Context: an optimization exercise on an open-source flow, tuned for small area. The choices shown serve that exercise and are no tape-out recipe.
Function was checked by simulation only, so behaviour that the tests miss may differ from the original.

==> wip/juniper <==
==> flow/design.v <==
package zone_det_pkg;
  localparam int R_W = 5;
  localparam int G_W = 6;
  localparam int B_W = 5;
  localparam int SRW = 10;
  localparam int SGW = 11;
endpackage
module zone_accum (
  input  logic [zone_det_pkg::SRW-1:0] r_q,
  input  logic [zone_det_pkg::SGW-1:0] g_q,
  input  logic [zone_det_pkg::SRW-1:0] b_q,
  input  logic [zone_det_pkg::SRW-1:0] op_r,
  input  logic [zone_det_pkg::SGW-1:0] op_g,
  input  logic [zone_det_pkg::SRW-1:0] op_b,
  input  logic                         ci_r,
  input  logic                         ci_g,
  input  logic                         ci_b,
  output logic [zone_det_pkg::SRW-1:0] r_d,
  output logic [zone_det_pkg::SGW-1:0] g_d,
  output logic [zone_det_pkg::SRW-1:0] b_d,
  output logic                         co_r,
  output logic                         co_g,
  output logic                         co_b
);
  assign {co_r, r_d} = r_q + op_r + ci_r;
  assign {co_g, g_d} = g_q + op_g + ci_g;
  assign {co_b, b_d} = b_q + op_b + ci_b;
endmodule
module zone_color_detector (
  input  logic        clk,
  input  logic        reset,
  input  logic        frame_start,
  input  logic        pix_valid,
  input  logic [15:0] pix_data,
  input  logic [4:0]  r_min,
  input  logic [5:0]  g_max,
  input  logic [4:0]  b_max,
  input  logic [4:0]  r_minus_g,
  input  logic [4:0]  r_minus_b,
  output logic [8:0]  zone_hit,
  output logic [3:0]  hit_count,
  output logic        result_valid,
  output logic        frame_abort
);
  localparam int SRW = zone_det_pkg::SRW;
  localparam int SGW = zone_det_pkg::SGW;
  logic [8:0] x_q, x_b, x_d;
  logic [7:0] y_q, y_b, y_d;
  logic       post, idle_st, comp, step, inc;
  logic [4:0] t_a, t_c, t_d, t_e;
  logic [5:0] t_g;
  logic [SRW-1:0] ra_q, rb_q, rc_q, ba_q, bb_q, bc_q;
  logic [SGW-1:0] ga_q, gb_q, gc_q;
  logic [SRW-1:0] r_sum, b_sum, op_r, op_b;
  logic [SGW-1:0] g_sum, op_g;
  logic           ci_r, ci_g, ci_b, co_r, co_g, co_b;
  logic       fail_q, seen_q;
  logic [8:0] pend_q, zone_hit_q;
  logic       result_valid_q, frame_abort_q;
  logic win_x, win_row, eval_row, idle_row, rot, clr, x_end;
  logic [3:0] blk;
  logic [4:0] off;
  logic       phase, r_sub;
  logic [4:0] r_thr;
  assign post    = (y_q[7:4] == 4'hF);           
  assign idle_st = post && x_q[1] && x_q[0];     
  assign comp    = post && x_q[1] && !x_q[0];    
  assign step    = pix_valid && !post;           
  assign inc     = pix_valid && (frame_start || !post) ||
                   (!frame_start && post && !(x_q[1] && x_q[0]));
  assign x_b     = frame_start ? 9'd0 : x_q;
  assign y_b     = frame_start ? 8'd0 : y_q;
  always_comb begin
    x_d = x_b;
    y_d = y_b;
    if (inc) begin
      if (x_b == 9'd319) begin
        x_d = 9'd0;
        y_d = y_b + 8'd1;
      end else begin
        x_d = x_b + 9'd1;
      end
    end
  end
  assign x_end   = (x_q == 9'd319);
  assign win_x   = (x_q >= 9'd51  && x_q <= 9'd55)  ||
                   (x_q >= 9'd158 && x_q <= 9'd162) ||
                   (x_q >= 9'd264 && x_q <= 9'd268);
  assign win_row = (y_q >= 8'd38  && y_q <= 8'd42)  ||
                   (y_q >= 8'd118 && y_q <= 8'd122) ||
                   (y_q >= 8'd198 && y_q <= 8'd202);
  assign eval_row = (y_q >= 8'd43  && y_q <= 8'd45)  ||
                    (y_q >= 8'd123 && y_q <= 8'd125) ||
                    (y_q >= 8'd203 && y_q <= 8'd205);
  assign idle_row = !win_row && !eval_row;
  assign blk      = x_q[8:5];
  assign off      = x_q[4:0];
  assign phase    = eval_row && (off < 5'd25) && (blk < 4'd5);
  assign rot = step && (idle_row || x_end ||
                        (win_row && (x_q == 9'd128 || x_q == 9'd256)));
  assign clr = step && idle_row;
  assign r_sub = !blk[0];
  assign r_thr = blk[2] ? t_a : (blk[1] ? t_d : t_e);
  always_comb begin
    op_r = '0; op_g = '0; op_b = '0;
    ci_r = 1'b0; ci_g = 1'b0; ci_b = 1'b0;
    if (step && win_row && win_x) begin
      op_r = SRW'(pix_data[15:11]);
      op_g = SGW'(pix_data[10:5]);
      op_b = SRW'(pix_data[4:0]);
    end else if (step && phase) begin
      op_r = r_sub ? {5'h1F, ~r_thr} : SRW'(r_thr);
      ci_r = r_sub;
      if (blk == 4'd1) begin
        op_b = {5'h1F, ~t_c};
        ci_b = (off != 5'd0);
      end
      if (blk == 4'd3) begin
        op_g = {5'h1F, ~t_g};
        ci_g = (off != 5'd0);
      end
    end
  end
  zone_accum u_acc (
    .r_q (ra_q), .g_q (ga_q), .b_q (ba_q),
    .op_r(op_r), .op_g(op_g), .op_b(op_b),
    .ci_r(ci_r), .ci_g(ci_g), .ci_b(ci_b),
    .r_d (r_sum), .g_d (g_sum), .b_d (b_sum),
    .co_r(co_r), .co_g(co_g), .co_b(co_b)
  );
  always_ff @(posedge clk) begin
    if (clr) begin
      ra_q <= '0; ga_q <= '0; ba_q <= '0;
    end else if (rot) begin
      ra_q <= rb_q; ga_q <= gb_q; ba_q <= bb_q;
    end else begin
      ra_q <= r_sum; ga_q <= g_sum; ba_q <= b_sum;
    end
    if (rot) begin
      rb_q <= rc_q; gb_q <= gc_q; bb_q <= bc_q;
      rc_q <= ra_q; gc_q <= ga_q; bc_q <= ba_q;
    end
  end
  logic fail_d, seen_d;
  always_comb begin
    fail_d = fail_q;
    seen_d = seen_q;
    if (step) begin
      if (x_end) fail_d = 1'b0;
      if (off == 5'd31) seen_d = 1'b0;
      if (phase && !blk[0] && !co_r) fail_d = 1'b1;
      if (phase && blk == 4'd1 && !co_b) seen_d = 1'b1;
      if (phase && blk == 4'd3 && !co_g) seen_d = 1'b1;
      if (eval_row && off == 5'd25) begin
        if (blk == 4'd0 && ra_q < ba_q) fail_d = 1'b1;
        if (blk == 4'd2 && ra_q < ga_q[SGW-1:1]) fail_d = 1'b1;
        if ((blk == 4'd1 || blk == 4'd3) && !seen_q) fail_d = 1'b1;
      end
    end
  end
  always_ff @(posedge clk) begin
    fail_q <= fail_d;
    seen_q <= seen_d;
    if (step && eval_row && x_end) pend_q <= {!fail_q, pend_q[8:1]};
    if (frame_start) begin
      t_a <= r_min;
      t_g <= g_max;
      t_c <= b_max;
      t_d <= r_minus_g;
      t_e <= r_minus_b;
    end
  end
  always_ff @(posedge clk) begin
    if (reset) begin
      x_q            <= 9'd3;
      y_q            <= 8'd240;
      zone_hit_q     <= '0;
      result_valid_q <= 1'b0;
      frame_abort_q  <= 1'b0;
    end else begin
      x_q            <= x_d;
      y_q            <= y_d;
      frame_abort_q  <= frame_start && !idle_st;
      result_valid_q <= comp && !frame_start;
      if (comp && !frame_start) zone_hit_q <= pend_q;
    end
  end
  assign zone_hit     = zone_hit_q;
  assign hit_count    = 4'(zone_hit_q[0]) + 4'(zone_hit_q[1]) + 4'(zone_hit_q[2]) +
                        4'(zone_hit_q[3]) + 4'(zone_hit_q[4]) + 4'(zone_hit_q[5]) +
                        4'(zone_hit_q[6]) + 4'(zone_hit_q[7]) + 4'(zone_hit_q[8]);
  assign result_valid = result_valid_q;
  assign frame_abort  = frame_abort_q;
endmodule
==> flow/flow/run.sh <==
#!/bin/bash
# The standard layout (standard.sh), with two changes to how it is made:
#  - ports are buffered with sky130_fd_sc_hd__buf_1 instead of the resizer's
#    default choice;
#  - clock tree synthesis inserts no dummy loads.
export BUFFER_PORTS_ARGS="-buffer_cell sky130_fd_sc_hd__buf_1"
export CTS_ARGS="-sink_clustering_enable -repair_clock_nets -dont_use_dummy_load -buf_list sky130_fd_sc_hd__clkbuf_8"
bash standard.sh > standard.log 2>&1
==> flow/standard.sh <==
#!/bin/bash
# synth_recipe.tcl (not shown) runs the flow's synth.tcl, then flattens the netlist and writes it again
# the make line also repeats each setting of config.mk as NAME=value (left out here)
make -C /OpenROAD-flow-scripts/flow DESIGN_CONFIG=/design/flow/config.mk WORK_HOME=/design/flow/orfs CLKGATE_MAP_FILE= SYNTH_SCRIPT=/design/flow/synth_recipe.tcl "${@:-finish}"
==> flow/config.mk <==
export PLATFORM = sky130hd
export DESIGN_NAME = zone_color_detector
export DESIGN_NICKNAME = zone_color_detector
export VERILOG_FILES = /design/flow/design.v
export SDC_FILE = /design/flow/constraint.sdc
export NUM_CORES = 4
export LEC_CHECK = 0
export CAP_MARGIN = 20
export CORE_MARGIN = 2
export CORE_UTILIZATION = 60
export SLEW_MARGIN = 20
==> flow/constraint.sdc <==
create_clock -name core_clock -period 10.0 [get_ports {clk}]
set_input_delay 2.0000 -clock core_clock [delete_from_list [all_inputs] [get_ports {clk}]]
set_output_delay 2.0000 -clock core_clock [all_outputs]
set_load 0.01 [all_outputs]
==> inputs of wip/lagoon, as changes to wip/juniper <==
==> flow/run.sh (new file) <==
#!/bin/bash
# synth_recipe.tcl (not shown) runs the flow's synth.tcl, then flattens the netlist and writes it again
# the make line also repeats each setting of config.mk as NAME=value (left out here)
make -C /OpenROAD-flow-scripts/flow DESIGN_CONFIG=/design/flow/config.mk WORK_HOME=/design/flow/orfs CLKGATE_MAP_FILE= SYNTH_SCRIPT=/design/flow/synth_recipe.tcl finish
--- a/flow/config.mk
+++ b/flow/config.mk
@@ -7,5 +7,5 @@
 export LEC_CHECK = 0
 export CAP_MARGIN = 20
 export CORE_MARGIN = 2
-export CORE_UTILIZATION = 60
+export CORE_UTILIZATION = 40
 export SLEW_MARGIN = 20
removed: flow/flow/run.sh
removed: flow/standard.sh
==> results.txt <==
Final period util=61.38%; Die Y-Extent=about 120 um; Max Freq=~0.16 GHz; Met3 Routed Length=a little over 900 um; status=no timing/DRC/antenna violations; Max VDD drop=approximately 0.16 mV; largest net degree at the start of global routing=102; routed vias/inst=5.693; worst setup margin=about 3900 ps
-- figures above: wip/juniper

==> results.txt <==
status=no timing/DRC/antenna violations; Met3 Routed Length=751 um; largest net degree at the start of global routing=66; Max Freq=0.1622 GHz; worst setup margin=3835 ps; Max VDD drop=0.1290 mV; Die Y-Extent=143.7 um; Final period util=61.65%; routed vias/inst=just over 5
-- figures above: wip/lagoon

-- re-timing with driven ports --
The flow's constraints put no driver on any port. The routed layouts listed below were extracted and timed again, unchanged, in two steps. Step 1, drivers: a clkbuf_16 drives clk and a buf_2 each remaining input, both assumed. Step 2 times the ports against the registers' clock, not the clock port: input delays grow and output delays shrink by t, the midpoint of the rising clock arrivals with the driver on. Slacks: no drivers / after step 1 / after step 2; pairs: no drivers / after step 1.
| run | shift t [ns] | setup WS [ns] | latest minus earliest clock arrival (ns) | worst data-port slew with drivers (ns) |
|---|---|---|---|---|
| wip/juniper | 0.466 | 3.862 / 3.878 / 3.413 | 0.034 / 0.033 | 0.04 |
| wip/lagoon | 0.462 | 3.835 / 3.853 / 3.391 | 0.013 / 0.014 | 0.04 |
After both steps setup and hold are still met in every run listed. The setup slack of wip/juniper, which loses most, moves by +0.016 ns with the drivers and by -0.449 ns with both steps.
